From an optimization exercise on the open Yosys and OpenROAD flow, aimed at small area, a short achievable clock period and few clock cycles per item; shortcuts taken in it are not production practice.
In this exercise RTL edits were held to simulation tests only and were not proved equivalent to the original.
Power is estimated from default activity; no workload was simulated.

<file path="constraint.sdc">
create_clock -name core_clock -period 6.0 [get_ports {clk}]
set_input_delay 1.2000 -clock core_clock [delete_from_list [all_inputs] [get_ports {clk}]]
set_output_delay 1.2000 -clock core_clock [all_outputs]
set_load 0.01 [all_outputs]
</file>
<file path="standard.sh">
#!/bin/bash
# synth_recipe.tcl (not shown) runs the flow's synth.tcl, then flattens the netlist and writes it again
# the make line also repeats each setting of config.mk as NAME=value (left out here)
make -C /OpenROAD-flow-scripts/flow DESIGN_CONFIG=/design/flow/config.mk WORK_HOME=/design/flow/orfs CLKGATE_MAP_FILE= SYNTH_SCRIPT=/design/flow/synth_recipe.tcl "${@:-finish}"
</file>
<file path="flow/my_synth.tcl">
set my_abc_script [file join [file dirname [file normalize [info script]]] my_abc.script]
proc synth {args} { yosys synth -nofsm -noshare {*}$args }
proc extract_fa {args} { puts "my_synth: extract_fa skipped" }
proc abc {args} {
  set i [lsearch -exact $args -script]
  if {$i >= 0} { lset args [expr {$i + 1}] $::my_abc_script }
  yosys abc {*}$args
}
source $::env(SCRIPTS_DIR)/synth.tcl
# left out here: clear keep_hierarchy, flatten, clean up, hide names made inside functions, write 1_2_yosys.v
</file>
<file path="flow/my_abc.script">
strash
dc2
dch
map
topo
stime -c
buffer -c
upsize -c
dnsize -c
</file>
<file path="config.mk">
export PLATFORM = sky130hd
export DESIGN_NAME = aes256_key_expand
export DESIGN_NICKNAME = aes256_key_expand
export VERILOG_FILES = /design/flow/design.v
export SDC_FILE = /design/flow/constraint.sdc
export NUM_CORES = 4
export LEC_CHECK = 0
export CAP_MARGIN = 20
export CORE_MARGIN = 2
export CORE_UTILIZATION = 40
export PLACE_DENSITY = 0.6
export SETUP_SLACK_MARGIN = 3.5
export SLEW_MARGIN = 20
</file>
<file path="design.v">
`default_nettype none
package aes_pkg;
  localparam logic [7:0] RCON_INIT = 8'h01;
  localparam logic [2047:0] SBOX_TBL = {
    128'h637c777bf26b6fc53001672bfed7ab76,
    128'hca82c97dfa5947f0add4a2af9ca472c0,
    128'hb7fd9326363ff7cc34a5e5f171d83115,
    128'h04c723c31896059a071280e2eb27b275,
    128'h09832c1a1b6e5aa0523bd6b329e32f84,
    128'h53d100ed20fcb15b6acbbe394a4c58cf,
    128'hd0efaafb434d338545f9027f503c9fa8,
    128'h51a3408f929d38f5bcb6da2110fff3d2,
    128'hcd0c13ec5f974417c4a77e3d645d1973,
    128'h60814fdc222a908846eeb814de5e0bdb,
    128'he0323a0a4906245cc2d3ac629195e479,
    128'he7c8376d8dd54ea96c56f4ea657aae08,
    128'hba78252e1ca6b4c6e8dd741f4bbd8b8a,
    128'h703eb5664803f60e613557b986c11d9e,
    128'he1f8981169d98e949b1e87e9ce5528df,
    128'h8ca1890dbfe6426841992d0fb054bb16
  };
  typedef enum logic [1:0] {
    IDLE  = 2'd0,
    GEN   = 2'd1,
    DRAIN = 2'd2
  } state_t;
  function automatic logic [7:0] sbox(input logic [7:0] b);
    logic [10:0] idx;
    idx = {~b, 3'b000};
    sbox = SBOX_TBL[idx +: 8];
  endfunction
  function automatic logic [7:0] xtime(input logic [7:0] b);
    xtime = {b[6:0], 1'b0} ^ (b[7] ? 8'h1b : 8'h00);
  endfunction
  function automatic int nr_from_nk(input int nk);
    nr_from_nk = nk + 6;
  endfunction
endpackage
`default_nettype wire
`default_nettype none
module aes_subword
(
  input  logic [31:0] i_word,
  output logic [31:0] o_word
);
  for (genvar b = 0; b < 4; b++) begin : g_byte
    assign o_word[8*b +: 8] = aes_pkg::sbox(i_word[8*b +: 8]);
  end
endmodule
`default_nettype wire
`default_nettype none
module aes_key_expand (
  input  logic         clk,
  input  logic         reset,
  input  logic         start,
  input  logic [255:0] key_in,
  output logic         busy,
  output logic         rk_valid,
  input  logic         rk_ready,
  output logic [3:0]   rk_round,
  output logic [31:0]  k0_out,
  output logic [31:0]  k1_out,
  output logic [31:0]  k2_out,
  output logic [31:0]  k3_out,
  output logic         done
);
  logic [127:0] r_a, r_b;
  logic [3:0]   r_rnd;
  logic         r_busy, r_done;
  logic [31:0]  w_sub, w_temp;
  logic [7:0]   w_rcon;
  logic [31:0]  a0, a1, a2, a3;
  logic         w_adv, w_sel_load, w_sel_adv, w_sel_hold;
  logic [127:0] w_pre, w_base, w_next;
  assign a0 = r_a[127:96];
  assign a1 = r_a[95:64];
  assign a2 = r_a[63:32];
  assign a3 = r_a[31:0];
  aes_subword u_subword (
    .i_word (r_b[31:0]),
    .o_word (w_sub)
  );
  assign w_rcon = r_rnd[0] ? 8'h00 : (8'h01 << r_rnd[3:1]);
  assign w_adv = r_busy && rk_ready;
  assign w_temp = (w_adv && !r_rnd[0]) ? {w_sub[23:0], w_sub[31:24]}
                : (w_adv &&  r_rnd[0]) ? w_sub
                : 32'h0;
  assign w_pre[127:96] = a0 ^ {w_rcon, 24'h0};
  assign w_pre[95:64]  = a0 ^ a1 ^ {w_rcon, 24'h0};
  assign w_pre[63:32]  = a0 ^ a1 ^ a2 ^ {w_rcon, 24'h0};
  assign w_pre[31:0]   = a0 ^ a1 ^ a2 ^ a3 ^ {w_rcon, 24'h0};
  assign w_sel_load = !r_busy;
  assign w_sel_adv  = r_busy && rk_ready;
  assign w_sel_hold = r_busy && !rk_ready;
  assign w_base = ({128{w_sel_load}} & key_in[127:0])
                | ({128{w_sel_adv}}  & w_pre)
                | ({128{w_sel_hold}} & r_b);
  assign w_next = w_base ^ {4{w_temp}};
  always_ff @(posedge clk) begin
    r_a <= ({128{w_sel_load}} & key_in[255:128])
         | ({128{w_sel_adv}}  & r_b)
         | ({128{w_sel_hold}} & r_a);
    r_b <= w_next;
  end
  always_ff @(posedge clk) begin
    if (reset) begin
      r_busy <= 1'b0;
      r_done <= 1'b0;
      r_rnd  <= '0;
    end else begin
      r_done <= 1'b0;
      if (!r_busy) begin
        r_rnd <= '0;
        if (start)
          r_busy <= 1'b1;
      end else if (rk_ready) begin
        r_rnd <= r_rnd + 4'd1;
        if (r_rnd == 4'd14) begin
          r_busy <= 1'b0;
          r_done <= 1'b1;
        end
      end
    end
  end
  assign busy     = r_busy;
  assign rk_valid = r_busy;
  assign rk_round = r_rnd;
  assign k0_out   = a0;
  assign k1_out   = a1;
  assign k2_out   = a2;
  assign k3_out   = a3;
  assign done     = r_done;
endmodule
`default_nettype wire
`default_nettype none
module aes256_key_expand (
  input  logic         clk,
  input  logic         reset,
  input  logic         start,
  input  logic [255:0] key_in,
  output logic         busy,
  output logic         rk_valid,
  input  logic         rk_ready,
  output logic [3:0]   rk_round,
  output logic [31:0]  k0_out,
  output logic [31:0]  k1_out,
  output logic [31:0]  k2_out,
  output logic [31:0]  k3_out,
  output logic         done
);
  aes_key_expand u_core (
    .clk      (clk),
    .reset    (reset),
    .start    (start),
    .key_in   (key_in),
    .busy     (busy),
    .rk_valid (rk_valid),
    .rk_ready (rk_ready),
    .rk_round (rk_round),
    .k0_out   (k0_out),
    .k1_out   (k1_out),
    .k2_out   (k2_out),
    .k3_out   (k3_out),
    .done     (done)
  );
endmodule
`default_nettype wire
</file>
<file path="flow/run.sh">
#!/bin/bash
# Layout flow: the standard ORFS flow, except that synthesis runs
# flow/my_synth.tcl (the standard synthesis script with a different ABC
# mapping script and without half/full-adder extraction). The registers are
# made by the same Yosys passes as in the standard synthesis.
# Every tool's output goes to a log file in this folder (and ORFS's own logs
# under orfs/logs).
set -euo pipefail
here=$(pwd)
bash standard.sh SYNTH_SCRIPT="$here/flow/my_synth.tcl" finish > "$here/flow_orfs.log" 2>&1
</file>
==> flow_summary.ini, run 1 <==
[clocking]
htree_num_levels = 2
cts_buffers = 34
clk_pin_slew_ns = 0.06
ctsHoldBuffers = 0
cts_root_buf = clkbuf_16
clkLatencyLatePin_ns = 0.58
cts.sinks = 262
clk_path_buf_depth = 3
cts_tree = done

[synth]
ys_top_cells_by_area = dfxtp_1 22%, nand2_1 16%, nand3_1 10%, o21ai_0 5.3%, a22oi_1 5.2%
synthArstFlopShare_pct = 0
synth_area_per_cell_um2 = 6.17
synth_edf_count = 0
yosysMostFrequentCell = nand2_1
syn_inst = 3856
synth_top_area_cell = dfxtp_1
yosys.cell_types.count = 74
synth-seq-cells = 262
ys.flop_type = dfxtp_1
syn_nets = 4116
yosysTopAreaCellShare_pct = 22.1
synth_sequential_area_ratio_pct = 22.1
synth_commonest_cells = 1,009 x nand2_1, 486 x nand3_1, 262 x dfxtp_1, 254 x o21ai_0, 246 x a21oi_1
netlist_area_um2 = 23800
yosys_warnings = 2

[job]
drv_cap = 0

[die]
die_area_um2 = 61400
start_util_pct = 40.4
die_w_um = 248
pin_count = 395
core-area_um2 = 58900
rows = 89
die_h_um = 248

[grt]
grt_util_met1_pct = 52.0
globalRouteMet3Util_pct = 14.1
antenna_found_initial = 6
grt_usage_pct = 42.9
grt.overflow.total = 0
grt_first_pass_wirelength_um = 199000
busiest_layer = met2
grtUsageMet2_pct = 65.4
grt_max_degree = 107
grt_pass1_vias = 30743

[timing]
skew_ns = 0.0435
slew_viol_final = 0
setup_viol = 0
hold_violations = 0
clock.fmax_mhz = 394
period_needed_ns = 2.54
worst_pin_slew_ns = 1.21
setup_tns_ns = 0
slew_headroom_pct = 18.8
period_share_pct = 42.3
rsz0062_at_grt = true

[placement]
port-buffer-count = 394
gp_congestion = 1.09
hpwlAfterDp_um = 95100

[setup_path]
regToRegSetupSlack_ns = 3.46
endpoint_kind = flip-flop
worst-setup-path-type = flip-flop to flip-flop
r2r_start = u_core.r_b[2]
reg2reg_to = u_core.r_b[105]
rr_worst_depth = 12
start_kind = flip-flop
arrival_ns = 3.05
crit_required_ns = 6.51
crit_path_max_fanout = 8

[route]
postRouteAntennaNets = 0
num_vias = 33860
vias_per_cell = 6.71
drt-initial-drc-count = 4985
drcViolationCount = 0
routedWlPerCell_um = 28.4
drtPass1Iterations = 9
totalWireLength_um = 143000

[hold_path]
hold_depth = 2
min_path_type = flip-flop to flip-flop
hold_path_end = u_core.r_a[52]
worstHoldStart = u_core.r_b[52]

[power]
p_per_area_nw_per_um2 = 393
leakagePower_nw = 14.1
peakVddDrop_mv = 0.200
finalPower_w = 0.0133

[cells_and_area]
utilization_pct = 57.3
areaGrowthSynthToFinish_pct = 41.9
layout.nets = 4508
drive_above_1_share_pct = 18.9

[status]
status = complete, no violations
where the power goes:
group	internal, W	total, W	switching [W]
combinational	0.00297	0.00875	0.00578
clock	0.00117	0.00204	0.000867
sequential	0.00208	0.00249	0.000407
total	0.00622	0.0133	0.00705
stage by stage:
step / instances / cell area [um^2] / hold slack, ns / setup slack [ns]
floorplan: 3856 / 23800 / 0.427 / 3.49
global placement: 4793 / 27900 / 0.435 / 1.84
detailed placement: 4793 / 27900 / 0.436 / 1.76
CTS: 4926 / 31100 / 0.441 / 3.49
global route: 5045 / 33700 / 0.457 / 3.43
finish: 5046 / 33700 / 0.441 / 3.46
critical path: stages, from the launching register on:
cell	delay (ns)
dfxtp_4	0.46
clkinvlp_4	0.30
buf_4	0.24
a31oi_2	0.21
o211ai_1	0.14
nand2_1	0.09
a21oi_1	0.06
o2bb2ai_2	0.29
nand2_4	0.13
buf_12	0.16
a21oi_4	0.22
o21bai_1	0.11
nand2_1	0.08
flip-flops by register name (all words and copies together) (netlist names):
| name | cells |
|---|---|
| u_core.r_done | 1 |
| u_core.r_rnd | 4 |
| u_core.r_b | 128 |
| u_core.r_a | 128 |
| u_core.r_busy | 1 |
cell type report:
type | instances | area (um^2)
antenna | 2 | 5.00
fill | 5794 | 25200
tap | 773 | 967
clock inverter | 11 | 116
timing repair buffer | 648 | 6790
inverter | 147 | 687
sequential | 262 | 5360
clock buffer | 48 | 965
multi-input combinational | 3150 | 18800
timing repair inverter | 5 | 36.3
timing repair:
action | in CTS | in global routing
resized for setup | 552 | 334
buffers inserted | 61 | 101
endpoints found under the setup margin | 331 | 141
gates cloned | 13 | 17
pin swaps | 28 | 60
per-layer routing:
layer,vias to the layer above,wire length [um]
met3,843,20000
met5,-,121
li1,14620,-
met1,15453,51000
met2,2934,60000
met4,10,12200
worst max path at each step:
stage	depth (start not counted)	end	start
floorplan	9	u_core.r_b[37]	rk_ready
global placement	9	u_core.r_b[118]	rk_ready
detailed placement	9	u_core.r_b[106]	rk_ready
CTS	12	u_core.r_b[105]	u_core.r_b[2]
global route	12	u_core.r_b[37]	u_core.r_b[2]
finish	12	u_core.r_b[105]	u_core.r_b[2]
layout by cell type, fill, tap and decap left out, drive strengths merged, types with 11 or more instances in the layout:
master,netlist,final
xnor2,34,34
a221oi,53,53
nand2,1022,1022
clkdlybuf4s50,0,258
a22oi,169,169
nand4,47,47
xor2,46,46
o21ai,302,302
inv,143,136
nor3,25,25
o22ai,13,13
nand3,492,492
o21bai,26,26
nand3b,64,64
a21boi,12,12
buf,160,231
nor2,223,225
a31oi,98,98
dlygate4sd2,0,123
dfxtp,262,262
clkinvlp,0,14
o211ai,117,117
a22o,11,11
clkinv,4,12
or2,15,15
o221ai,30,30
a21oi,251,251
clkbuf,139,68
logic make-up after synthesis:
group | after synthesis | share of synthesized area (%)
XOR/XNOR | 80 | 2.95
AO/OA/AOI/OAI | 1155 | 31.4
AND/OR/NAND/NOR | 1913 | 35.3
buffers and inverters | 446 | 8.27
flip-flops | 262 | 22.1
Testbench counts, summed over its fixed seeds: cycles 3,072, keys 192.
==> run 2: changes to the inputs <==
==> flow/my_abc.script (replaced) <==
strash
dch
map
topo
stime -c
buffer -c
upsize -c
dnsize -c
--- a/config.mk
+++ b/config.mk
@@ -8,6 +8,6 @@
 export CAP_MARGIN = 20
 export CORE_MARGIN = 2
-export CORE_UTILIZATION = 40
-export PLACE_DENSITY = 0.6
-export SETUP_SLACK_MARGIN = 3.5
+export CORE_UTILIZATION = 55
+export PLACE_DENSITY = 0.7
+export SETUP_SLACK_MARGIN = 4.0
 export SLEW_MARGIN = 20
==> run 2 against run 1 <==
  * The flow now stops in global routing (5_1_grt)
  * Synthesized area is 2.7% higher
  * Synthesized cell count is 4.2% higher
==> flow_summary.ini, run 2 <==
[status]
status = did not finish
stop_stage = global routing (5_1_grt)
firstError = [ERROR GRT-0232] Routing congestion too high. Check the congestion heatmap in the GUI.

[clocking]
cts_buffers = 29
ctsHoldBuffers = 0
clk_path_buf_depth = 3
cts_root_buf = clkbuf_16
cts.sinks = 262
htree_num_levels = 1

[synth]
yosysMostFrequentCell = nand2_1
yosysTopAreaCellShare_pct = 21.5
ys.flop_type = dfxtp_1
netlist_area_um2 = 24400
yosys.cell_types.count = 65
synth_sequential_area_ratio_pct = 21.5
yosys_warnings = 2
synth_edf_count = 0
synth-seq-cells = 262
syn_inst = 4019
synth_commonest_cells = 960 x nand2_1, 730 x nand3_1, 262 x dfxtp_1, 260 x o21ai_0, 223 x a21oi_1
synth_area_per_cell_um2 = 6.08
synthArstFlopShare_pct = 0
ys_top_cells_by_area = dfxtp_1 21%, nand3_1 15%, nand2_1 15%, o21ai_0 5.3%, a22oi_1 5.1%
synth_top_area_cell = dfxtp_1
syn_nets = 4279

[grt]
grt_max_degree = 108
grt.overflow.total = 22
grt_usage_pct = 75.5

[die]
die_h_um = 215
start_util_pct = 55.5
die_w_um = 215
rows = 77
pin_count = 395

[placement]
hpwlAfterDp_um = 83300
place_inst = 4732
post-place-ws_ns = 1.88
port-buffer-count = 394
gp_congestion = 1.16
==> run 2: cell types whose count changed after synthesis, sizes merged, moves of 8 or more <==
cell,change
nand3,+246
nand2,-49
inv,+29
a21oi,-27
xor2,-26
o21bai,-23
xnor2,+21
clkbuf,+20
nor2,-19
nor3,-14
o211ai,+14
a221oi,-9
nor3b,+9
or2,-8
==> run 2: kinds of logic after synthesis <==
group | count (synthesis) | share of synthesized area [%]
AOI/OAI and AO/OA | 1106 | 29.0
xor gates and xnor gates | 75 | 2.69
DFF | 262 | 21.5
buffers and inverters | 499 | 8.67
muxes | 1 | 0.0410
and+or+nand+nor | 2076 | 38.2
==> run 2: worst max-delay path by stage <==
stage               depth (start not counted)           from               to
floorplan                                   9       rk_ready  u_core.r_b[102]
global placement                           10  u_core.r_b[2]   u_core.r_b[67]
detailed placement                          9       rk_ready  u_core.r_b[102]
CTS                                         2  u_core.r_busy             busy
==> run 2: timing repair <==
| action | 4_1_cts |
|---|---|
| gates resized for setup | 1994 |
| endpoints found under the setup margin | 395 |
| endpoints found under the hold margin | 0 |
| pin swaps | 227 |
| buffers inserted | 422 |
| gates cloned | 49 |
==> run 2: stage by stage <==
stage	hold slack [ns]	cell area [um^2]
2_1_floorplan	0.421	24700
3_3_place_gp	0.431	28200
3_5_place_dp	0.435	28200
4_1_cts	0.441	39300
==> run 2: metal layers <==
metal | GRT overflow | track usage (%)
met1 | 0 | 76.4
met2 | 16 | 91.2
met3 | 0 | 61.4
met4 | 6 | 70.6
met5 | 0 | 39.4
==> run 2: power groups by stage <==
stage                     Clock [W]  Sequential [W]  Combinational, W
after global placement            0         0.00240           0.00601
after floorplan                   0         0.00228           0.00415
after CTS                   0.00180         0.00238           0.00917
after detailed placement          0         0.00240           0.00597
==> run 3: changes to the inputs <==
==> flow/run.sh (replaced) <==
#!/bin/bash
# Layout flow: the standard ORFS flow with two changes.
#  - Synthesis runs flow/my_synth.tcl: the standard synthesis script with a
#    different ABC mapping script (flow/my_abc.script) and without Yosys's
#    half/full-adder extraction. The registers come from the same Yosys
#    passes as in the standard synthesis.
#  - Every input and output port still gets its own buffer, but buffer_ports
#    is told to use the plain buf_1 cell instead of the delay cells it picks
#    by itself.
# ORFS writes each step's full log under orfs/logs; make's own output goes to
# flow_orfs.log in this folder.
set -euo pipefail
here=$(pwd)
bash standard.sh \
  SYNTH_SCRIPT="$here/flow/my_synth.tcl" \
  BUFFER_PORTS_ARGS="-buffer_cell sky130_fd_sc_hd__buf_1" \
  finish > "$here/flow_orfs.log" 2>&1
==> flow/my_abc.script (replaced) <==
strash
dc2
dch
map -D 1500
topo
stime -c
buffer -c
upsize -c
dnsize -c
--- a/config.mk
+++ b/config.mk
@@ -8,6 +8,6 @@
 export CAP_MARGIN = 20
 export CORE_MARGIN = 2
-export CORE_UTILIZATION = 55
-export PLACE_DENSITY = 0.7
-export SETUP_SLACK_MARGIN = 4.0
+export CORE_UTILIZATION = 40
+export PLACE_DENSITY = 0.6
+export SETUP_SLACK_MARGIN = 3.5
 export SLEW_MARGIN = 20
==> run 3 against run 2 <==
  * The run now finishes clean
  * Synthesized area shrank 13%
  * Synthesized cell count shrank 19%
==> flow_summary.ini, run 3 <==
[cells_and_area]
areaGrowthSynthToFinish_pct = 46.9
final_common_cell = nand2_1
drive_above_1_share_pct = 29.4
nFillCells = 4898
design_area_um2 = 31200
final_cell_mix = 552 x nand2_1, 390 x buf_1, 241 x a22oi_1
biggestRegsByFlops = u_core.r_a x128, u_core.r_b x128, u_core.r_rnd x4
layout.nets = 4038
utilization_pct = 59.4

[clocking]
cts_buffers = 28
cts_root_buf = clkbuf_16
cts.sinks = 262
htree_num_levels = 1
clk_pin_slew_ns = 0.08
cts_tree = done
clkLatencyLatePin_ns = 0.60
ctsHoldBuffers = 0
clk_path_buf_depth = 3

[placement]
port-buffer-count = 394
place_area_um2 = 23100
post-place-ws_ns = 2.09
gp_congestion = 1.06
hpwlAfterDp_um = 87800

[status]
status = complete, no violations

[synth]
netlist_area_um2 = 21200
synth_top_area_cell = dfxtp_1
synth_area_per_cell_um2 = 6.56
ys_top_cells_by_area = dfxtp_1 25%, nand2_1 12%, a22oi_1 8.7%, o21ai_0 6.3%, a21oi_1 5.8%
synth_edf_count = 0
synth_commonest_cells = 705 x nand2_1, 269 x o21ai_0, 262 x dfxtp_1, 251 x nor2_1, 248 x a21oi_1
synth-seq-cells = 262
ys.flop_type = dfxtp_1
syn_nets = 3498
synthArstFlopShare_pct = 0
yosysMostFrequentCell = nand2_1
syn_inst = 3238
yosys.cell_types.count = 65
yosys_warnings = 2
synth_sequential_area_ratio_pct = 24.7
yosysTopAreaCellShare_pct = 24.7

[setup_path]
cpMostUsedCell = nand2_1
worst-setup-path-type = flip-flop to flip-flop
crit_path_max_fanout = 10
worstPathCellList = inv_4 -> nand2_8 -> nor2_1 -> o21ai_0 -> nand3_2 -> nand2_1 -> o32ai_2 -> nand2_1 -> nand2_4 -> buf_6 -> o21ai_4 -> xor2_1
crit_path_max_incr_delay_ns = 0.82
crit_required_ns = 6.48
endpoint_kind = flip-flop
cp_slowest_cell = o21ai_0
arrival_ns = 3.97
rr_worst_depth = 12
start_kind = flip-flop

[grt]
grt_first_pass_wirelength_um = 180000
antenna_found_initial = 21
grt_pass1_vias = 27102
grt.overflow.total = 0
grt_usage_pct = 43.8
grt_max_degree = 197

[die]
die_w_um = 234
die_area_um2 = 55000
pin_count = 395
start_util_pct = 40.4
core-area_um2 = 52600
die_h_um = 234
rows = 84

[power]
finalPower_w = 0.0174
leakagePower_nw = 12.2
p_clk_share_pct = 10.6
p_int_w = 0.00759
peakVddDrop_mv = 0.251
swShare_pct = 56.3
comb_power_share_pct = 73.7
p_per_area_nw_per_um2 = 556
seqPwrFrac_pct = 15.7
switchingPower_w = 0.00976

[timing]
setup_viol = 0
period_share_pct = 58.1
slew_viol_final = 0
slew_headroom_pct = 27.2
skew_ns = 0.0522
period_needed_ns = 3.49
worst_slack_ns = 2.51
setup_tns_ns = 0
rsz0062_at_grt = true
hold_violations = 0
clock.fmax_mhz = 287
worst_pin_slew_ns = 1.09

[job]
drv_cap = 0

[route]
num_vias = 30648
routedWlPerCell_um = 30.5
vias_per_cell = 6.82
drcViolationCount = 0
totalWireLength_um = 137000
postRouteAntennaNets = 0
drt-initial-drc-count = 5856
drtPass1Iterations = 19

[hold_path]
hold_depth = 2
min_path_type = flip-flop to flip-flop
==> run 3: layer usage <==
layer  global-route usage, %  vias to the layer above  wire length (um)  share of wire, %
met4                    23.9                       36             11000               8.0
li1                        -                    12599                 -                 -
met3                    16.1                      927             20000                15
met1                    52.5                    14175             46600                34
met5                   0.446                        -               560              0.41
met2                    67.8                     2911             58800                43
==> run 3: layout make-up <==
cell class	count	area, um^2	share of cell area (%)
inverter	215	1100	3.54
sequential	262	5310	17.0
tap	688	861	2.76
antenna	11	27.5	0.0882
timing repair buffer	727	4960	15.9
clock buffer	42	843	2.70
timing repair inverter	6	53.8	0.172
clock inverter	7	113	0.361
multi-input combinational	2538	17900	57.5
==> run 3: cells by family (layout without fill, tap and decap cells) <==
| kind of cell | Yosys count | in the layout | synth area share (%) |
|---|---|---|---|
| other cells | 0 | 11 | 0 |
| buf+inv | 439 | 997 | 8.30 |
| simple gates | 1190 | 1191 | 23.2 |
| xor+xnor | 205 | 205 | 8.45 |
| flops | 262 | 262 | 24.7 |
| compound gates | 1142 | 1142 | 35.3 |
==> run 3: power by group through the flow <==
stage	logic [W]	registers, W	clock network (W)
after floorplan	0.00500	0.00245	0
final	0.0128	0.00273	0.00184
after detailed placement	0.00766	0.00265	0
after global routing	0.0130	0.00275	0.00191
after CTS	0.00968	0.00266	0.00185
after global placement	0.00798	0.00267	0
==> run 3: path summary, 6_finish.rpt <==
kind | slack (ns) | startpoint | to
worst min-delay path | 0.41 | u_core.r_b[117] | u_core.r_a[117]
worst max register to register | 2.51 | u_core.r_b[16] | u_core.r_b[117]
worst min register to register | 0.41 | u_core.r_b[117] | u_core.r_a[117]
worst max-delay path | 2.51 | u_core.r_b[16] | u_core.r_b[117]
==> run 3: per-stage QoR <==
step,hold WS [ns],instances
after detailed placement,0.439,4142
after CTS,0.421,4337
final,0.405,4496
after floorplan,0.427,3238
after global routing,0.444,4492
after global placement,0.438,4142
==> run 3: what timing repair did <==
item                                    in CTS  in global routing
buffers inserted                           139                139
cloned                                       7                  9
endpoints found under the setup margin     130                133
resized for setup                          614                569
pin swaps                                  105                248
endpoints found under the hold margin        0                  0
==> run 3: worst max-delay path, delay by kind of cell, from the launching register on <==
family,cells,cell delay (ns)
buf+inv,2,0.32
simple gates,6,1.19
flops,1,0.55
compound gates,3,1.15
xor+xnor,1,0.15
==> run 4: changes to the inputs <==
==> flow/my_abc.script (replaced) <==
strash
dc2
dch
map -D 1350
topo
stime -c
buffer -c
upsize -c
dnsize -c
==> run 4 against run 3 <==
  * Still clean
  * Clock skew down 0.030 ns
  * Non-clock buffer count decreased by 56
  * Worst hold slack improved by 0.031 ns
  * Total power is 21% lower
  * Critical path depth up 2
  * Final cell count is 4.7% higher
  * Largest power group unchanged
==> flow_summary.ini, run 4 <==
[setup_path]
worst-setup-path-type = flip-flop to flip-flop
r2r_start = u_core.r_b[17]
endpoint_kind = flip-flop
worstPathCellList = buf_4 -> inv_4 -> nand2_1 -> nand2_1 -> nand2_2 -> o211ai_1 -> a31oi_2 -> a22oi_2 -> nand2_2 -> nand3_2 -> buf_12 -> nand2_2 -> nand2_1 -> nand2_1
cpMostUsedCell = nand2_1
arrival_ns = 3.16
critical-path-top-delay-family = simple AND/OR/NAND/NOR gates
regToRegSetupSlack_ns = 3.28
rr_worst_depth = 14
crit_required_ns = 6.44
crit_path_max_fanout = 9
crit_path_max_incr_delay_ns = 0.38
cp_slowest_cell = dfxtp_4
reg2reg_to = u_core.r_b[92]
critPathBufInv = 3
start_kind = flip-flop

[synth]
ys_top_cells_by_area = dfxtp_1 24%, nand2_1 14%, o21ai_0 6.3%, a22oi_1 5.9%, a21oi_1 5.5%
synthArstFlopShare_pct = 0
yosys.area_share.simple_pct = 28.9
synth_commonest_cells = 829 x nand2_1, 295 x nor2_1, 279 x o21ai_0, 262 x dfxtp_1, 242 x a21oi_1
synthMuxAreaShare_pct = 0
synth_sequential_area_ratio_pct = 23.8
synth_top_area_cell = dfxtp_1
synth_top_family_by_area = compound AO/OA/AOI/OAI gates
yosysTopAreaCellShare_pct = 23.8
synth_compound_area_share_pct = 33.5
netlist_area_um2 = 22000
yosys_warnings = 2
synth_area_per_cell_um2 = 6.28
synth_xor_area_share_pct = 4.90
yosys.cell_types.count = 68
ys.flop_type = dfxtp_1
syn_nets = 3764
synth_edf_count = 0
synth-seq-cells = 262
synthAdderAreaFrac_pct = 0
syn_inst = 3504
yosysMostFrequentCell = nand2_1

[die]
rows = 85
core-area_um2 = 54100
die_w_um = 238
die_h_um = 238
pin_count = 395
die_area_um2 = 56900
start_util_pct = 40.6

[clocking]
clkLatencyLatePin_ns = 0.56
clk_path_buf_depth = 3
cts.sinks = 262
htree_num_levels = 2
cts_buffers = 34
cts_root_buf = clkbuf_16
ctsHoldBuffers = 0
cts_tree = done
clk_pin_slew_ns = 0.06

[timing]
skew_ns = 0.0219
slew_viol_final = 0
period_needed_ns = 2.72
hold_violations = 0
holdWs_ns = 0.436
rsz0062_at_grt = true
worst_pin_slew_ns = 1.14
setup_tns_ns = 0
period_share_pct = 45.3
clock.fmax_mhz = 368
slew_headroom_pct = 24.2
setup_viol = 0

[grt]
grt.overflow.total = 0
grt_first_pass_wirelength_um = 177000
grt_usage_pct = 40.5
antenna_found_initial = 5
grt_max_degree = 170
grt_pass1_vias = 28203

[placement]
gp_congestion = 1.10
port-buffer-count = 394
hpwlAfterDp_um = 83400

[route]
postRouteAntennaNets = 0
drt-initial-drc-count = 4603
routedWlPerCell_um = 26.6
num_vias = 30907
drcViolationCount = 0
vias_per_cell = 6.56
drtPass1Iterations = 7
totalWireLength_um = 125000

[cells_and_area]
biggestRegsByFlops = u_core.r_a x128, u_core.r_b x128, u_core.r_rnd x4
final_cell_mix = 679 x nand2_1, 392 x buf_1, 237 x dfxtp_1
utilization_pct = 56.5
areaGrowthSynthToFinish_pct = 39.2
layout.nets = 4245
drive_above_1_share_pct = 24.5
final_common_cell = nand2_1
nFillCells = 5265

[hold_path]
min_path_type = flip-flop to flip-flop
hold_depth = 2
worstHoldStart = u_core.r_b[102]
hold_path_end = u_core.r_a[102]

[power]
leakagePower_nw = 12.5
peakVddDrop_mv = 0.220
p_per_area_nw_per_um2 = 449

[status]
status = complete, no violations

[job]
drv_cap = 0
## run 4: cell count changes after synthesis, sizes merged, moves of 38 or more
cell,previous run,this run
xor2,118,65
a22oi,246,176
nand2,721,850
inv,208,246
nand3,126,217
nor2,280,325
## run 4: worst max-delay path by stage
stage              startpoint              end  cells past startpoint
6_report       u_core.r_b[17]   u_core.r_b[92]                     14
3_3_place_gp    u_core.r_b[6]  u_core.r_b[109]                      8
5_1_grt        u_core.r_b[18]   u_core.r_b[25]                     14
3_5_place_dp         rk_ready   u_core.r_b[57]                      9
4_1_cts        u_core.r_b[18]   u_core.r_b[30]                     12
2_1_floorplan        rk_ready  u_core.r_b[107]                      9
## run 4: final cells by class
class / instances / area (um^2) / share of cell area, %
antenna: 5 / 12.5 / 0.0409
timing repair inverter: 4 / 30.0 / 0.0981
sequential: 262 / 5310 / 17.4
inverter: 255 / 1120 / 3.65
clock buffer: 52 / 1030 / 3.37
timing repair buffer: 671 / 4400 / 14.4
clock inverter: 7 / 37.5 / 0.123
multi-input combinational: 2757 / 17800 / 58.1
tap: 696 / 871 / 2.85
## run 4: stage by stage
stage / power [W] / cell area (um^2) / std cells / setup slack [ns]
2_1_floorplan: 0.00646 / 22000 / 3504 / 3.51
3_3_place_gp: 0.00884 / 23800 / 4410 / 2.31
3_5_place_dp: 0.00857 / 23800 / 4410 / 2.32
4_1_cts: 0.0118 / 27500 / 4589 / 3.40
5_1_grt: 0.0142 / 30600 / 4709 / 3.30
6_report: 0.0137 / 30600 / 4709 / 3.28
## run 4: worst register-to-register path, stage by stage, from the launching register on
cell and delay (ns):
dfxtp_4 0.38, buf_4 0.18, inv_4 0.13, nand2_1 0.11
nand2_1 0.34, nand2_2 0.21, o211ai_1 0.16, a31oi_2 0.14
a22oi_2 0.38, nand2_2 0.11, nand3_2 0.11, buf_12 0.14
nand2_2 0.09, nand2_1 0.06, nand2_1 0.05
## run 4: repair_timing
item	4_1_cts	5_1_grt
endpoints found under the setup margin	147	130
pin swaps	54	152
gates resized for setup	432	556
setup buffers	114	107
gates cloned	6	8
## run 4: kinds of logic (layout without fill, tap and decap cells)
group,Yosys count,count (layout)
and+or+nand+nor,1503,1505
AOI/OAI and AO/OA,1129,1129
buffers and inverters,487,989
DFF,262,262
xor gates and xnor gates,123,123
other,0,5
## run 4: where the power goes
group,internal [W],total (W),switching [W]
Clock,0.00118,0.00203,0.000850
Combinational,0.00314,0.00922,0.00607
Sequential,0.00210,0.00248,0.000382
Total,0.00643,0.0137,0.00731
## run 4: per-layer routing
layer	GRT usage [%]	up-vias	part of all wire (%)
li1	-	13358	-
met1	50.7	14186	37
met2	62.5	2595	43
met3	11.0	768	13
met4	23.1	0	7.8
met5	0	-	0
==> run 5: changes to the inputs <==
==> flow/my_abc.script (replaced) <==
strash
dc2
dch
map -D 1200
topo
stime -c
buffer -c
upsize -c
dnsize -c
==> run 5 against run 4 <==
  * Count of clock-buffer cells in the layout down 4
  * Combinational power fell by 11%
  * Clock skew rose by 0.0062 ns
  * Final cell count rose by 3.5%
  * Cell area is 2.7% lower
  * Non-clock buffer count fell by 63
  * Flip-flop and latch count did not move
  * Maximum frequency is 4.6% higher
  * Sequential power rose by 2%
  * Synthesized area is 3.2% higher
  * Routed wire length rose by 4.0%
  * Total power is 8.2% lower
  * Critical endpoint is now u_core.r_b[45]
  * Largest power group unchanged
  * Highest routed layer is now met5
==> flow_summary.ini, run 5 <==
[status]
status = complete, no violations

[clocking]
cts.sinks = 262
cts_root_buf = clkbuf_16
clkLatencyLatePin_ns = 0.63
clk_path_buf_depth = 3
cts_tree = done
htree_num_levels = 1
clk_pin_slew_ns = 0.06
cts_buffers = 31

[route]
num_vias = 31859
totalWireLength_um = 130000
drtPass1Iterations = 14
postRouteAntennaNets = 0
routedWlPerCell_um = 26.8
drt-initial-drc-count = 4951
vias_per_cell = 6.54
drcViolationCount = 0

[timing]
setup_viol = 0
worst_pin_slew_ns = 0.878
clock.fmax_mhz = 384
slew_viol_final = 0
period_share_pct = 43.3
skew_ns = 0.0281
setup_tns_ns = 0
slew_headroom_pct = 41.5
hold_violations = 0
rsz0062_at_grt = true
period_needed_ns = 2.60

[placement]
hpwlAfterDp_um = 91000
port-buffer-count = 394
place_area_um2 = 24500
gp_congestion = 1.07

[setup_path]
cp_slowest_cell = dfxtp_4
worst-setup-path-type = flip-flop to flip-flop
arrival_ns = 3.12
crit_path_max_incr_delay_ns = 0.42
crit_path_max_fanout = 8
cpMostUsedCell = nand2_1
crit_required_ns = 6.52
endpoint_kind = flip-flop
start_kind = flip-flop
worstPathCellList = buf_4 -> nor2_4 -> inv_4 -> nand2_1 -> nand2_1 -> nand3_1 -> nand3_1 -> a32oi_4 -> buf_12 -> o211ai_2 -> buf_4 -> nand3b_1 -> nand2_1
critPathBufInv = 4
critical-path-top-delay-family = simple AND/OR/NAND/NOR gates

[die]
pin_count = 395
die_w_um = 242
core-area_um2 = 56300
rows = 87
die_area_um2 = 58700
start_util_pct = 40.3
die_h_um = 242

[synth]
ys.flop_type = dfxtp_1
synth_commonest_cells = 1,003 x nand2_1, 319 x nor2_1, 281 x nand3_1, 262 x dfxtp_1, 251 x o21ai_0
syn_nets = 3947
syn_inst = 3687
yosysMostFrequentCell = nand2_1
synth_sequential_area_ratio_pct = 23.1
yosys_warnings = 2
synth-seq-cells = 262
synth_area_per_cell_um2 = 6.16
synthArstFlopShare_pct = 0
ys_top_cells_by_area = dfxtp_1 23%, nand2_1 17%, nand3_1 6.2%, o21ai_0 5.5%, nor2_1 5.3%
yosysTopAreaCellShare_pct = 23.1
synth_top_area_cell = dfxtp_1
yosys.cell_types.count = 68
synth_edf_count = 0
netlist_area_um2 = 22700

[power]
peakVddDrop_mv = 0.269
leakagePower_nw = 12.2
p_per_area_nw_per_um2 = 423
finalPower_w = 0.0126

[hold_path]
min_path_type = flip-flop to flip-flop

[cells_and_area]
layout.nets = 4348
areaGrowthSynthToFinish_pct = 31.1
final_common_cell = nand2_1
design_area_um2 = 29800
final_cell_mix = 890 x nand2_1, 389 x buf_1, 258 x nor2_1
biggestRegsByFlops = u_core.r_a x128, u_core.r_b x128, u_core.r_rnd x4
drive_above_1_share_pct = 18.4

[job]
drv_cap = 0

[grt]
grt_first_pass_wirelength_um = 186000
grt_pass1_vias = 28699
grt_max_degree = 187
grt_usage_pct = 40.8
grt.overflow.total = 0
antenna_found_initial = 11
==> run 5: changes by cell type in the layout (fill, tap and decap cells not counted), moves of 29 or more <==
cell	before	now
nand2_1	679	890
nor2_4	85	51
nand3b_1	30	75
buf_4	186	157
nor2_1	185	258
nand3_1	189	239
==> run 5: worst reg2reg max path, cell delays in order, from the launching register on <==
cell and delay [ns]:
dfxtp_4 0.42, buf_4 0.17, nor2_4 0.23, inv_4 0.13, nand2_1 0.16, nand2_1 0.15, nand3_1 0.15, nand3_1 0.17
a32oi_4 0.31, buf_12 0.17, o211ai_2 0.11, buf_4 0.19, nand3b_1 0.07, nand2_1 0.06
==> run 5: power by group <==
group	internal [W]	total [W]	switching (W)
clock network	0.00108	0.00192	0.000836
logic	0.00262	0.00817	0.00555
registers	0.00208	0.00252	0.000444
total	0.00577	0.0126	0.00683
==> run 5: repair_timing <==
| item | CTS | global route |
|---|---|---|
| gates resized for setup | 376 | 328 |
| pin swaps | 32 | 65 |
| gates cloned | 7 | 13 |
| setup buffers | 66 | 85 |
| hold buffers | 0 | 0 |
| setup endpoints to repair | 202 | 135 |
==> run 5: final cells by class <==
class	count	area (um^2)
clock buffer	48	950
timing repair buffer	608	3780
inverter	212	965
fill	5900	26500
timing repair inverter	5	40.0
sequential	262	5310
clock inverter	7	52.6
tap	756	946
multi-input combinational	2968	17700
antenna	8	20.0
==> run 5: path summary, 6_finish.rpt <==
kind | start | endpoint | cells past startpoint | slack, ns
worst max register to register | u_core.r_b[1] | u_core.r_b[45] | 13 | 3.40
worst min-delay path | u_core.r_b[107] | u_core.r_a[107] | 2 | 0.44
worst min register to register | u_core.r_b[107] | u_core.r_a[107] | 2 | 0.44
worst max-delay path | u_core.r_b[1] | u_core.r_b[45] | 13 | 3.40
==> run 5: metal layers <==
layer	vias up	share of wire (%)	track usage, %
met3	756	13	10.6
met1	14585	38	52.4
met5	-	0.034	0
met4	8	7.7	22.9
li1	13861	-	-
met2	2649	42	61.9
==> run 5: cells by family (layout without fill, tap and decap cells) <==
| group | after synthesis | count (layout) | synth area share, % |
|---|---|---|---|
| simple gates | 1792 | 1793 | 33.8 |
| compound gates | 1086 | 1087 | 31.4 |
| buf+inv | 459 | 880 | 8.28 |
| flops | 262 | 262 | 23.1 |
| xor+xnor | 88 | 88 | 3.39 |
| other cells | 0 | 8 | 0 |
==> run 5: per-stage QoR <==
step	utilization (%)	setup slack [ns]	std cells	hold WS [ns]
after floorplan	-	3.51	3687	0.426
after global placement	43.5	2.00	4640	0.434
after detailed placement	43.5	2.00	4640	0.434
after CTS	49.1	3.45	4768	0.444
after global routing	52.9	3.40	4873	0.469
final	52.9	3.40	4874	0.444
==> run 6: changes to the inputs <==
--- a/config.mk
+++ b/config.mk
@@ -10,4 +10,4 @@
 export CORE_UTILIZATION = 40
 export PLACE_DENSITY = 0.6
-export SETUP_SLACK_MARGIN = 3.5
+export SETUP_SLACK_MARGIN = 3.7
 export SLEW_MARGIN = 20
==> run 6 against run 5 <==
  * Worst hold slack worse by 0.0029 ns
  * Count of clock-buffer cells in the layout down 2
  * Sequential share of layout area down 1.8 points
  * Clock power up 3%
  * Sequential power down 3%
  * Via count up 5.4%
  * Flip-flop and latch count unchanged
  * Still clean
  * Global-route usage up 3.2 points
  * First-iteration DRC count up 6.4%
  * Synthesized area unchanged
==> flow_summary.ini, run 6 <==
[clocking]
cts_buffers = 31
clk_pin_slew_ns = 0.07
ctsHoldBuffers = 0
htree_num_levels = 1
cts.sinks = 262
clk_path_buf_depth = 3
cts_root_buf = clkbuf_16
clkLatencyLatePin_ns = 0.63
cts_tree = done

[setup_path]
crit_path_max_fanout = 6
arrival_ns = 3.04
regToRegSetupSlack_ns = 3.48
start_kind = flip-flop
r2r_start = u_core.r_b[18]
endpoint_kind = flip-flop
rr_worst_depth = 11
reg2reg_to = u_core.r_b[121]
crit_required_ns = 6.51
worst-setup-path-type = flip-flop to flip-flop

[hold_path]
hold_depth = 2
min_path_type = flip-flop to flip-flop
worstHoldStart = u_core.r_b[112]
hold_path_end = u_core.r_a[112]

[timing]
slew_headroom_pct = 32.5
worst_pin_slew_ns = 1.01
hold_violations = 0
setup_viol = 0
rsz0062_at_grt = true
slew_viol_final = 0
clock.fmax_mhz = 396
period_needed_ns = 2.52
setup_tns_ns = 0
skew_ns = 0.0271
period_share_pct = 42.1

[die]
die_area_um2 = 58700
pin_count = 395
core-area_um2 = 56300
rows = 87
die_h_um = 242
die_w_um = 242
start_util_pct = 40.3

[status]
status = complete, no violations

[cells_and_area]
biggestRegsByFlops = u_core.r_a x128, u_core.r_b x128, u_core.r_rnd x4
layout.nets = 4557
areaGrowthSynthToFinish_pct = 53.2
final_cell_mix = 820 x nand2_1, 316 x buf_4, 258 x buf_1
drive_above_1_share_pct = 33.7
design_area_um2 = 34800
final_common_cell = nand2_1

[synth]
synthArstFlopShare_pct = 0
synth-seq-cells = 262
yosysMostFrequentCell = nand2_1
yosys_warnings = 2
ys.flop_type = dfxtp_1
yosysTopAreaCellShare_pct = 23.1
netlist_area_um2 = 22700
syn_nets = 3947
syn_inst = 3687
yosys.cell_types.count = 68
synth_edf_count = 0
synth_commonest_cells = 1,003 x nand2_1, 319 x nor2_1, 281 x nand3_1, 262 x dfxtp_1, 251 x o21ai_0
ys_top_cells_by_area = dfxtp_1 23%, nand2_1 17%, nand3_1 6.2%, o21ai_0 5.5%, nor2_1 5.3%
synth_top_area_cell = dfxtp_1
synth_sequential_area_ratio_pct = 23.1
synth_area_per_cell_um2 = 6.16

[placement]
hpwlAfterDp_um = 90900
port-buffer-count = 394
gp_congestion = 1.10
place_area_um2 = 24600

[route]
routedWlPerCell_um = 28.1
drcViolationCount = 0
drtPass1Iterations = 8
drt-initial-drc-count = 5267
postRouteAntennaNets = 0
vias_per_cell = 6.60
totalWireLength_um = 143000
num_vias = 33584

[grt]
grt.overflow.total = 0
antenna_found_initial = 12
grt_first_pass_wirelength_um = 199000
grt_pass1_vias = 30704
grt_usage_pct = 44.0
grt_max_degree = 152

[power]
p_per_area_nw_per_um2 = 411
leakagePower_nw = 14.5
peakVddDrop_mv = 0.285

[job]
drv_cap = 0
==> run 6: critical path, cell delays in order (launching register included) <==
cell and delay, ns:
dfxtp_4 0.40, buf_6 0.14, buf_4 0.17, nand2_1 0.13, a21oi_1 0.32, o21ai_0 0.25
nand3_1 0.16, nand3_2 0.13, a32oi_4 0.36, nor2_4 0.11, o21ai_0 0.17, nand2_1 0.07
==> run 6: repair_timing <==
| action | 4_1_cts | 5_1_grt |
|---|---|---|
| hold endpoints to repair | 0 | 0 |
| resized for setup | 1135 | 446 |
| endpoints found under the setup margin | 357 | 183 |
| pin swaps | 105 | 119 |
| setup buffers | 240 | 111 |
| cloned | 17 | 12 |
==> run 6: worst max-delay path by stage <==
stage	start	endpoint
after global placement	rk_ready	u_core.r_b[31]
after floorplan	rk_ready	u_core.r_b[21]
final	u_core.r_b[18]	u_core.r_b[121]
after CTS	u_core.r_busy	rk_valid
after global routing	u_core.r_b[19]	u_core.r_b[121]
after detailed placement	rk_ready	u_core.r_b[31]
==> run 6: per-stage QoR <==
step	hold WS, ns	power, W	util, %	instances	setup slack (ns)
after floorplan	0.426	0.00639	-	3687	3.68
after global placement	0.435	0.00875	43.6	4640	2.04
after detailed placement	0.439	0.00850	43.6	4640	1.94
after CTS	0.441	0.0126	56.5	4955	3.58
after global routing	0.446	0.0147	61.8	5084	3.29
final	0.441	0.0143	61.8	5090	3.48
==> run 6: cell type report <==
| class | instances | area, um^2 |
|---|---|---|
| Tap cell | 756 | 946 |
| Timing Repair Buffer | 819 | 6680 |
| Inverter | 212 | 1120 |
| Timing Repair inverter | 5 | 41.3 |
| Clock buffer | 46 | 932 |
| Clock inverter | 12 | 104 |
| Sequential cell | 262 | 5580 |
| Antenna cell | 12 | 30.0 |
| Multi-Input combinational cell | 2966 | 19400 |
| Fill cell | 5164 | 21500 |
==> run 6: logic make-up (layout without fill, tap and decap cells) <==
kind of cell	count (synthesis)	in the layout	share of synthesized area (%)
XOR/XNOR	88	88	3.39
buffers and inverters	459	1094	8.28
other	0	12	0
flip-flops	262	262	23.1
AO/OA/AOI/OAI	1086	1086	31.4
AND/OR/NAND/NOR	1792	1792	33.8
==> run 6: layer usage <==
metal	track usage, %	part of all wire (%)
met1	54.3	36
met5	0	0.040
met4	27.1	8.6
met2	66.8	42
met3	13.6	14
==> run 6: report_power, final <==
group          switching (W)  internal, W
logic                0.00640      0.00349
registers           0.000339      0.00210
clock network       0.000859      0.00112
==> run 7: changes to the inputs <==
--- a/config.mk
+++ b/config.mk
@@ -10,4 +10,5 @@
 export CORE_UTILIZATION = 40
 export PLACE_DENSITY = 0.6
-export SETUP_SLACK_MARGIN = 3.7
+export SETUP_SLACK_MARGIN = 3.6
 export SLEW_MARGIN = 20
+export TNS_END_PERCENT = 0
==> run 7 against run 6 <==
  * Sequential share of layout area up 2.2 points
  * Total power is 12% lower
  * Global-route usage decreased by 1.7 points
  * Sequential power about the same
  * Maximum frequency down 4.0%
  * Clock power grew 3%
  * Die area unchanged
  * Combinational power fell by 18%
  * Critical path depth is the same
  * Count of clock-buffer cells in the layout increased by 2
  * First-iteration DRC count fell by 12%
  * Critical endpoint is now u_core.r_b[6]
  * Largest cell class unchanged
==> flow_summary.ini, run 7 <==
[die]
rows = 87
die_h_um = 242
pin_count = 395
die_w_um = 242
die_area_um2 = 58700
core-area_um2 = 56300
start_util_pct = 40.3

[hold_path]
worstHoldStart = u_core.r_b[107]
min_path_type = flip-flop to flip-flop
hold_depth = 2

[synth]
ys_top_cells_by_area = dfxtp_1 23%, nand2_1 17%, nand3_1 6.2%, o21ai_0 5.5%, nor2_1 5.3%
synth_top_area_cell = dfxtp_1
yosys.area_share.simple_pct = 33.8
netlist_area_um2 = 22700
yosysMostFrequentCell = nand2_1
syn_nets = 3947
synth_commonest_cells = 1,003 x nand2_1, 319 x nor2_1, 281 x nand3_1, 262 x dfxtp_1, 251 x o21ai_0
synth_edf_count = 0
synthMuxAreaShare_pct = 0
syn_inst = 3687
yosys_warnings = 2
synth_compound_area_share_pct = 31.4
synth_area_per_cell_um2 = 6.16
synth_top_family_by_area = simple AND/OR/NAND/NOR gates
synth_xor_area_share_pct = 3.39
ys.flop_type = dfxtp_1
synth-seq-cells = 262
yosysTopAreaCellShare_pct = 23.1
yosys.cell_types.count = 68
synthAdderAreaFrac_pct = 0
synthArstFlopShare_pct = 0
synth_sequential_area_ratio_pct = 23.1

[cells_and_area]
design_area_um2 = 29100
final_cells = 4833
drive_above_1_share_pct = 17.1
areaGrowthSynthToFinish_pct = 28.3
final_common_cell = nand2_1
final_cell_mix = 903 x nand2_1, 391 x buf_1, 261 x nor2_1
utilization_pct = 51.8
layout.nets = 4305
biggestRegsByFlops = u_core.r_a x128, u_core.r_b x128, u_core.r_rnd x4

[route]
num_vias = 31572
totalWireLength_um = 130000
drt-initial-drc-count = 4637
postRouteAntennaNets = 0
routedWlPerCell_um = 26.9
drcViolationCount = 0
vias_per_cell = 6.53
drtPass1Iterations = 9

[grt]
grt_max_degree = 79
antenna_found_initial = 11
grt.overflow.total = 0
grt_usage_pct = 42.3
grt_first_pass_wirelength_um = 191000
grt_pass1_vias = 29227

[setup_path]
worst-setup-path-type = flip-flop to flip-flop
arrival_ns = 3.18
crit_required_ns = 6.55
crit_path_max_fanout = 7
r2r_start = u_core.r_b[1]
startpoint = u_core.r_b[1]
cp-endpoint = u_core.r_b[6]
regToRegSetupSlack_ns = 3.37
endpoint_kind = flip-flop
start_kind = flip-flop
reg2reg_to = u_core.r_b[6]
rr_worst_depth = 11

[power]
p_clk_share_pct = 16.0
finalPower_w = 0.0126
comb_power_share_pct = 64.4
p_per_area_nw_per_um2 = 431
seqPwrFrac_pct = 19.6
p_int_w = 0.00578
switchingPower_w = 0.00677
peakVddDrop_mv = 0.244
leakagePower_nw = 12.0
swShare_pct = 53.9

[timing]
setup_viol = 0
period_share_pct = 43.8
clock.fmax_mhz = 380
skew_ns = 0.0286
hold_violations = 0
rsz0062_at_grt = true
slew_headroom_pct = 42.9
period_needed_ns = 2.63
worst_pin_slew_ns = 0.855
slew_viol_final = 0
setup_tns_ns = 0

[clocking]
cts_buffers = 31
cts_tree = done
cts.sinks = 262
cts_root_buf = clkbuf_16
clk_pin_slew_ns = 0.06
htree_num_levels = 1
clkLatencyLatePin_ns = 0.61
clk_path_buf_depth = 3
ctsHoldBuffers = 0

[job]
drv_cap = 0

[placement]
gp_congestion = 1.11
place_inst = 4638
hpwlAfterDp_um = 91400
place_area_um2 = 24500
port-buffer-count = 394

[status]
status = complete, no violations
run 7: cell counts after synthesis:
Identical to the previous run, type by type.
run 7: cell type report:
| class | count | area, um^2 |
|---|---|---|
| fill | 5878 | 27200 |
| multi-input combinational | 2967 | 17400 |
| sequential | 262 | 5310 |
| timing repair buffer | 567 | 3370 |
| tap | 756 | 946 |
| clock buffer | 48 | 940 |
| inverter | 212 | 938 |
| clock inverter | 10 | 134 |
| timing repair inverter | 4 | 30.0 |
| antenna | 7 | 17.5 |
run 7: worst max-delay path, stage by stage (launching register included):
cell     delay, ns
dfxtp_4       0.39
buf_4         0.22
nor2_4        0.23
inv_2         0.16
o21ai_2       0.22
a21oi_1       0.14
o31ai_2       0.42
o22ai_2       0.15
nand2_2       0.21
nand3_2       0.16
a21o_1        0.22
nand2_1       0.05
run 7: cell families (layout without fill, tap and decap cells):
group,Yosys count,after routing
DFF,262,262
buffers and inverters,459,841
and+or+nand+nor,1792,1792
other,0,7
xor gates and xnor gates,88,88
AOI/OAI and AO/OA,1086,1087
run 7: worst min path at each step:
stage / slack [ns] / to
floorplan: 0.43 / u_core.r_a[103]
global placement: 0.44 / u_core.r_a[112]
detailed placement: 0.44 / u_core.r_a[87]
CTS: 0.44 / u_core.r_a[107]
global route: 0.45 / u_core.r_a[117]
finish: 0.44 / u_core.r_a[107]
run 7: per-stage QoR:
stage          setup WS [ns]  hold WS [ns]
6_report                3.37         0.444
4_1_cts                 3.52         0.445
2_1_floorplan           3.54         0.426
3_5_place_dp            1.64         0.437
5_1_grt                 3.34         0.455
3_3_place_gp            1.80         0.436
run 7: layer usage:
layer	vias up	global-route usage, %	share of wire [%]
met2	2480	62.5	42
met1	14675	54.7	38
met3	636	11.1	13
li1	13771	-	-
met5	-	0	0.053
met4	10	26.4	7.6
run 7: timing repair:
action / 4_1_cts / 5_1_grt
setup endpoints to repair: 287 / 192
setup buffers: 93 / 25
pin swaps: 55 / 38
gates cloned: 12 / 0
resized for setup: 478 / 149
run 7: power by group through the flow:
stage	Sequential [W]	Combinational, W	Clock (W)
2_1_floorplan	0.00232	0.00405	0
3_3_place_gp	0.00245	0.00637	0
3_5_place_dp	0.00244	0.00613	0
4_1_cts	0.00244	0.00730	0.00204
5_1_grt	0.00249	0.00843	0.00211
6_report	0.00246	0.00808	0.00202
==> run 8: changes to the inputs <==
--- a/config.mk
+++ b/config.mk
@@ -9,6 +9,6 @@
 export CORE_MARGIN = 2
 export CORE_UTILIZATION = 40
-export PLACE_DENSITY = 0.6
-export SETUP_SLACK_MARGIN = 3.6
+export PLACE_DENSITY = 0.7
+export SETUP_SLACK_MARGIN = 3.5
 export SLEW_MARGIN = 20
 export TNS_END_PERCENT = 0
==> run 8 against run 7 <==
  * Core utilization increased by 0.24 points
  * Worst hold slack better by 0.0037 ns
  * Synthesized area is the same
  * Flip-flop and latch count unchanged
  * Critical path depth is 2 lower
  * Non-clock buffer count increased by 18
  * Register-to-register slack gained 0.06 ns
  * Synthesized cell count unchanged
  * Largest cell class unchanged
==> flow_summary.ini, run 8 <==
[grt]
grt_first_pass_wirelength_um = 185000
grt_pass1_vias = 28607
grt_max_degree = 159
grt_usage_pct = 40.8
grt.overflow.total = 0
antenna_found_initial = 8

[die]
die_h_um = 242
die_area_um2 = 58700
start_util_pct = 40.3
die_w_um = 242
rows = 87
core-area_um2 = 56300
pin_count = 395

[timing]
clock.fmax_mhz = 389
rsz0062_at_grt = true
hold_violations = 0
setup_tns_ns = 0
setup_viol = 0
worst_slack_ns = 3.43
period_share_pct = 42.8
slew_headroom_pct = 37.3
period_needed_ns = 2.57
skew_ns = 0.0281
holdWs_ns = 0.448
slew_viol_final = 0
worst_pin_slew_ns = 0.934

[setup_path]
critPathBufInv = 2
crit_path_max_incr_delay_ns = 0.67
arrival_ns = 3.11
crit_path_max_fanout = 36
cp_slowest_cell = dfxtp_4
rr_worst_depth = 9
worst-path-stages = 9
cpMostUsedCell = a21oi_1
critical-path-top-delay-family = compound AO/OA/AOI/OAI gates
crit_required_ns = 6.54
start_kind = flip-flop
worstPathCellList = inv_1 -> buf_4 -> a21oi_1 -> a21oi_1 -> o21ai_1 -> nand3_2 -> a21oi_2 -> o21ai_0 -> nand2_1
endpoint_kind = flip-flop
worst-setup-path-type = flip-flop to flip-flop

[power]
leakagePower_nw = 12.0
p_per_area_nw_per_um2 = 418
peakVddDrop_mv = 0.239

[route]
drcViolationCount = 0
routedWlPerCell_um = 26.7
totalWireLength_um = 129000
drt-initial-drc-count = 4742
drtPass1Iterations = 10
postRouteAntennaNets = 0
vias_per_cell = 6.50
num_vias = 31475

[synth]
yosysMostFrequentCell = nand2_1
syn_nets = 3947
synthArstFlopShare_pct = 0
ys.flop_type = dfxtp_1
ys_top_cells_by_area = dfxtp_1 23%, nand2_1 17%, nand3_1 6.2%, o21ai_0 5.5%, nor2_1 5.3%
synth-seq-cells = 262
synth_edf_count = 0
synth_sequential_area_ratio_pct = 23.1
yosysTopAreaCellShare_pct = 23.1
synth_area_per_cell_um2 = 6.16
yosys.cell_types.count = 68
yosys_warnings = 2
netlist_area_um2 = 22700
syn_inst = 3687
synth_top_area_cell = dfxtp_1
synth_commonest_cells = 1,003 x nand2_1, 319 x nor2_1, 281 x nand3_1, 262 x dfxtp_1, 251 x o21ai_0

[hold_path]
min_path_type = flip-flop to flip-flop
hold_depth = 2

[placement]
post-place-ws_ns = 2.10
gp_congestion = 1.10
hpwlAfterDp_um = 92200
port-buffer-count = 394
place_area_um2 = 24500

[clocking]
cts_tree = done
cts_buffers = 31
clk_path_buf_depth = 3
cts_root_buf = clkbuf_16
ctsHoldBuffers = 0
clk_pin_slew_ns = 0.06
clkLatencyLatePin_ns = 0.61
htree_num_levels = 1
cts.sinks = 262

[status]
status = complete, no violations

[cells_and_area]
final_cell_mix = 890 x nand2_1, 393 x buf_1, 257 x nor2_1
biggestRegsByFlops = u_core.r_a x128, u_core.r_b x128, u_core.r_rnd x4
utilization_pct = 52.0
layout.nets = 4319
drive_above_1_share_pct = 17.0
nFillCells = 5858
final_common_cell = nand2_1
design_area_um2 = 29300
areaGrowthSynthToFinish_pct = 28.9

[job]
drv_cap = 0
run 8: cell counts after synthesis:
Identical to the previous run, type by type.
run 8: cells by family after synthesis:
family	synth area share, %
AOI/OAI and AO/OA	31.4
xor gates and xnor gates	3.39
buffers and inverters	8.28
DFF	23.1
and+or+nand+nor	33.8
run 8: worst reg2reg max path, stage by stage, from the launching register on:
cell and delay [ns]:
dfxtp_4 0.67, inv_1 0.09, buf_4 0.28, a21oi_1 0.32, a21oi_1 0.13, o21ai_1 0.31, nand3_2 0.25, a21oi_2 0.29
o21ai_0 0.11, nand2_1 0.07
run 8: final timing paths:
kind	from	end	slack, ns
setup / recovery	u_core.r_b[13]	u_core.r_b[86]	3.43
hold / removal	u_core.r_b[117]	u_core.r_a[117]	0.45
setup reg to reg	u_core.r_b[13]	u_core.r_b[86]	3.43
hold reg to reg	u_core.r_b[117]	u_core.r_a[117]	0.45
run 8: cell type report:
type	count	area (um^2)	share of cell area, %
Sequential cell	262	5310	18.1
Inverter	212	957	3.27
Tap cell	756	946	3.23
Antenna cell	5	12.5	0.0428
Clock buffer	43	861	2.94
Clock inverter	10	71.3	0.244
Timing Repair Buffer	585	3520	12.0
Multi-Input combinational cell	2966	17600	60.1
Timing Repair inverter	1	7.51	0.0257
run 8: metal layers:
metal / vias up / GRT usage [%] / part of all wire [%]
met2: 2452 / 61.4 / 42
met5: - / 0 / 0.065
met1: 14609 / 54.2 / 39
met3: 611 / 8.25 / 12
met4: 10 / 22.9 / 7.3
li1: 13793 / - / -
run 8: power breakdown:
group	internal, W	switching, W
combinational	0.00248	0.00546
clock	0.000996	0.000812
sequential	0.00208	0.000412
run 8: timing repair:
item,in CTS,in global routing
buffers inserted,40,91
gates resized for setup,294,357
pin swaps,21,80
endpoints found under the setup margin,252,139
cloned,2,7
run 8: stage by stage:
| stage | power, W | cells |
|---|---|---|
| after CTS | 0.0110 | 4737 |
| after floorplan | 0.00636 | 3687 |
| after detailed placement | 0.00852 | 4642 |
| after global routing | 0.0127 | 4838 |
| final | 0.0122 | 4840 |
| after global placement | 0.00878 | 4642 |
==> run 9: changes to the inputs <==
==> flow/my_abc.script (replaced) <==
strash
dc2
dch
map -D 1100
topo
stime -c
buffer -c
upsize -c
dnsize -c
--- a/config.mk
+++ b/config.mk
@@ -9,5 +9,5 @@
 export CORE_MARGIN = 2
 export CORE_UTILIZATION = 40
-export PLACE_DENSITY = 0.7
+export PLACE_DENSITY = 0.6
 export SETUP_SLACK_MARGIN = 3.5
 export SLEW_MARGIN = 20
==> run 9 against run 8 <==
  * Still clean on timing, DRC and antenna
  * Critical path depth is 5 higher
  * Routed wire length is 0.18% higher
  * Final cell count rose by 1.2%
  * Clock skew fell by 0.013 ns
  * Sequential power shrank 2%
  * Combinational power down 1%
  * Flip-flop and latch count unchanged
==> flow_summary.ini, run 9 <==
[cells_and_area]
final_common_cell = nand2_1
biggestRegsByFlops = u_core.r_a x128, u_core.r_b x128, u_core.r_rnd x4
final_cells = 4898
final_cell_mix = 963 x nand2_1, 393 x buf_1, 348 x nand3_1
drive_above_1_share_pct = 14.9
layout.nets = 4360
areaGrowthSynthToFinish_pct = 25.7

[timing]
setup_viol = 0
rsz0062_at_grt = true
period_needed_ns = 2.63
setup_tns_ns = 0
hold_violations = 0
skew_ns = 0.0150
slew_headroom_pct = 39.7
slew_viol_final = 0
clock.fmax_mhz = 381
worst_pin_slew_ns = 0.904
period_share_pct = 43.8

[placement]
port-buffer-count = 394
gp_congestion = 1.11
hpwlAfterDp_um = 89900
place_inst = 4734

[synth]
netlist_area_um2 = 23300
yosys_warnings = 2
ys_top_cells_by_area = dfxtp_1 23%, nand2_1 17%, nand3_1 8.9%, o21ai_0 5.5%, a22oi_1 5.2%
synth_area_per_cell_um2 = 6.15
ys.flop_type = dfxtp_1
yosysMostFrequentCell = nand2_1
syn_inst = 3783
synth_commonest_cells = 1,045 x nand2_1, 412 x nand3_1, 263 x nor2_1, 262 x dfxtp_1, 256 x o21ai_0
synthArstFlopShare_pct = 0
synth_top_area_cell = dfxtp_1
synth-seq-cells = 262
synth_edf_count = 0
synth_sequential_area_ratio_pct = 22.6
yosysTopAreaCellShare_pct = 22.6
yosys.cell_types.count = 69
syn_nets = 4043

[power]
finalPower_w = 0.0123
leakagePower_nw = 12.0
peakVddDrop_mv = 0.194
p_per_area_nw_per_um2 = 423

[die]
core-area_um2 = 57600
die_h_um = 245
rows = 88
die_area_um2 = 60100
pin_count = 395
start_util_pct = 40.4
die_w_um = 245

[route]
drt-initial-drc-count = 5064
drcViolationCount = 0
num_vias = 32048
vias_per_cell = 6.54
drtPass1Iterations = 10
routedWlPerCell_um = 26.4
totalWireLength_um = 129000
postRouteAntennaNets = 0

[setup_path]
endpoint_kind = flip-flop
worst-setup-path-type = flip-flop to flip-flop
start_kind = flip-flop
crit_path_max_fanout = 10
arrival_ns = 3.06
crit_required_ns = 6.43

[clocking]
clk_pin_slew_ns = 0.06
cts_buffers = 34
cts_tree = done
cts_root_buf = clkbuf_16
cts.sinks = 262
htree_num_levels = 2
clk_path_buf_depth = 3
clkLatencyLatePin_ns = 0.56

[job]
drv_cap = 0

[grt]
antenna_found_initial = 11
grt_max_degree = 132
grt_first_pass_wirelength_um = 185000
grt_usage_pct = 40.2
grt_pass1_vias = 28653
grt.overflow.total = 0

[hold_path]
min_path_type = flip-flop to flip-flop

[status]
status = complete, no violations
==> run 9: cell types whose count changed after synthesis, moves of 16 or more <==
| cell | before | now |
|---|---|---|
| nand3_1 | 281 | 412 |
| nor2_1 | 319 | 263 |
| nand2_1 | 1003 | 1045 |
| inv_1 | 189 | 152 |
| clkbuf_1 | 156 | 131 |
| buf_1 | 18 | 38 |
| a31oi_1 | 68 | 84 |
==> run 9: through the flow <==
step                      util (%)  instance area, um^2  hold WS [ns]  setup slack (ns)
final                         50.7                29200         0.445              3.37
after global routing          50.7                29200         0.470              3.36
after CTS                     47.3                27200         0.447              3.38
after detailed placement      43.3                24900         0.437              2.01
after global placement        43.3                24900         0.432              2.09
after floorplan                  -                23300         0.426              3.46
==> run 9: logic make-up after synthesis <==
| logic type | share of synthesized area [%] |
|---|---|
| DFF | 22.6 |
| buffers and inverters | 8.28 |
| and+or+nand+nor | 35.4 |
| xor gates and xnor gates | 3.39 |
| AOI/OAI and AO/OA | 30.4 |
==> run 9: what timing repair did <==
action	CTS	global route
resized for setup	218	326
setup buffers	33	50
setup endpoints to repair	160	134
hold endpoints to repair	0	0
hold buffers	0	0
pin swaps	15	49
gates cloned	2	10
==> run 9: cell type report <==
type,count,area (um^2)
antenna,10,25.0
clock buffer,53,1040
clock inverter,6,66.3
fill,6063,28400
inverter,176,776
multi-input combinational,3075,17800
sequential,262,5300
tap,765,957
timing repair buffer,551,3260
==> run 9: worst max-delay path, cell delays in order (launching register included) <==
cell,delay (ns)
dfxtp_4,0.39
buf_12,0.17
clkinvlp_4,0.17
buf_4,0.19
nand2_8,0.10
nand3_2,0.12
o211ai_1,0.41
nand2_1,0.17
a21oi_2,0.14
a21oi_2,0.06
o22ai_4,0.15
buf_12,0.16
nand2_1,0.11
nand3b_1,0.11
nand2_1,0.06
==> run 9: report_power, final <==
part,internal [W],switching [W]
clock network,0.00123,0.000830
registers,0.00207,0.000358
logic,0.00241,0.00545
total,0.00571,0.00664
==> run 9: per-layer routing <==
metal	global-route usage, %	wire length, um	vias up	share of wire [%]
li1	-	-	14090	-
met1	51.7	48700	14841	38
met2	60.8	55200	2475	43
met3	11.0	16500	638	13
met4	21.7	8990	4	6.9
met5	0	24	-	0.019
==> run 9: worst paths after layout <==
check                               startpoint             end  slack, ns  cells past startpoint
worst max-delay path             u_core.r_b[1]  u_core.r_b[35]       3.37                     14
worst min-delay path            u_core.r_b[75]  u_core.r_a[75]       0.45                      2
worst min register to register  u_core.r_b[75]  u_core.r_a[75]       0.45                      2
worst max register to register   u_core.r_b[1]  u_core.r_b[35]       3.37                     14

what the ideal ports hide:
The flow's constraints put no driver on any port. The routed layouts listed below were extracted and timed again, unchanged, in two steps.
Step 1 assumes that a clkbuf_16 drives the clock port and a buf_2 every other input.
Step 2 also shifts input and output timing later by t, the mid clock arrival at the registers, as if the neighbouring blocks saw the same clock.
a / b / c = no drivers / after step 1 / after step 2; a / b = the first two.
| run | t, ns | setup slack, ns | worst setup path after step 2 | latest minus earliest clock arrival (ns) | slew at the worst register clock pin (ns) |
|---|---|---|---|---|---|
| run 1 | 0.625 | 3.462 / 3.439 / 2.884 | input to register | 0.045 / 0.046 | 0.08 / 0.08 |
| run 3 | 0.621 | 2.512 / 2.512 / 2.512 | register to register | 0.054 / 0.055 | 0.08 / 0.08 |
| run 4 | 0.615 | 3.280 / 3.280 / 2.892 | input to register | 0.022 / 0.022 | 0.07 / 0.07 |
| run 5 | 0.673 | 3.399 / 3.399 / 2.931 | input to register | 0.028 / 0.029 | 0.07 / 0.07 |
| run 6 | 0.677 | 3.475 / 3.475 / 2.962 | input to register | 0.027 / 0.027 | 0.07 / 0.07 |
| run 7 | 0.665 | 3.371 / 3.371 / 2.788 | input to register | 0.032 / 0.032 | 0.07 / 0.07 |
| run 8 | 0.659 | 3.429 / 3.421 / 2.885 | input to register | 0.028 / 0.029 | 0.07 / 0.07 |
| run 9 | 0.605 | 3.372 / 3.372 / 2.895 | input to register | 0.019 / 0.018 | 0.06 / 0.06 |
After both steps setup and hold are still met in every run listed. The setup slack of run 7, which loses most, moves by 0.000 ns with the drivers and by -0.583 ns with both steps.
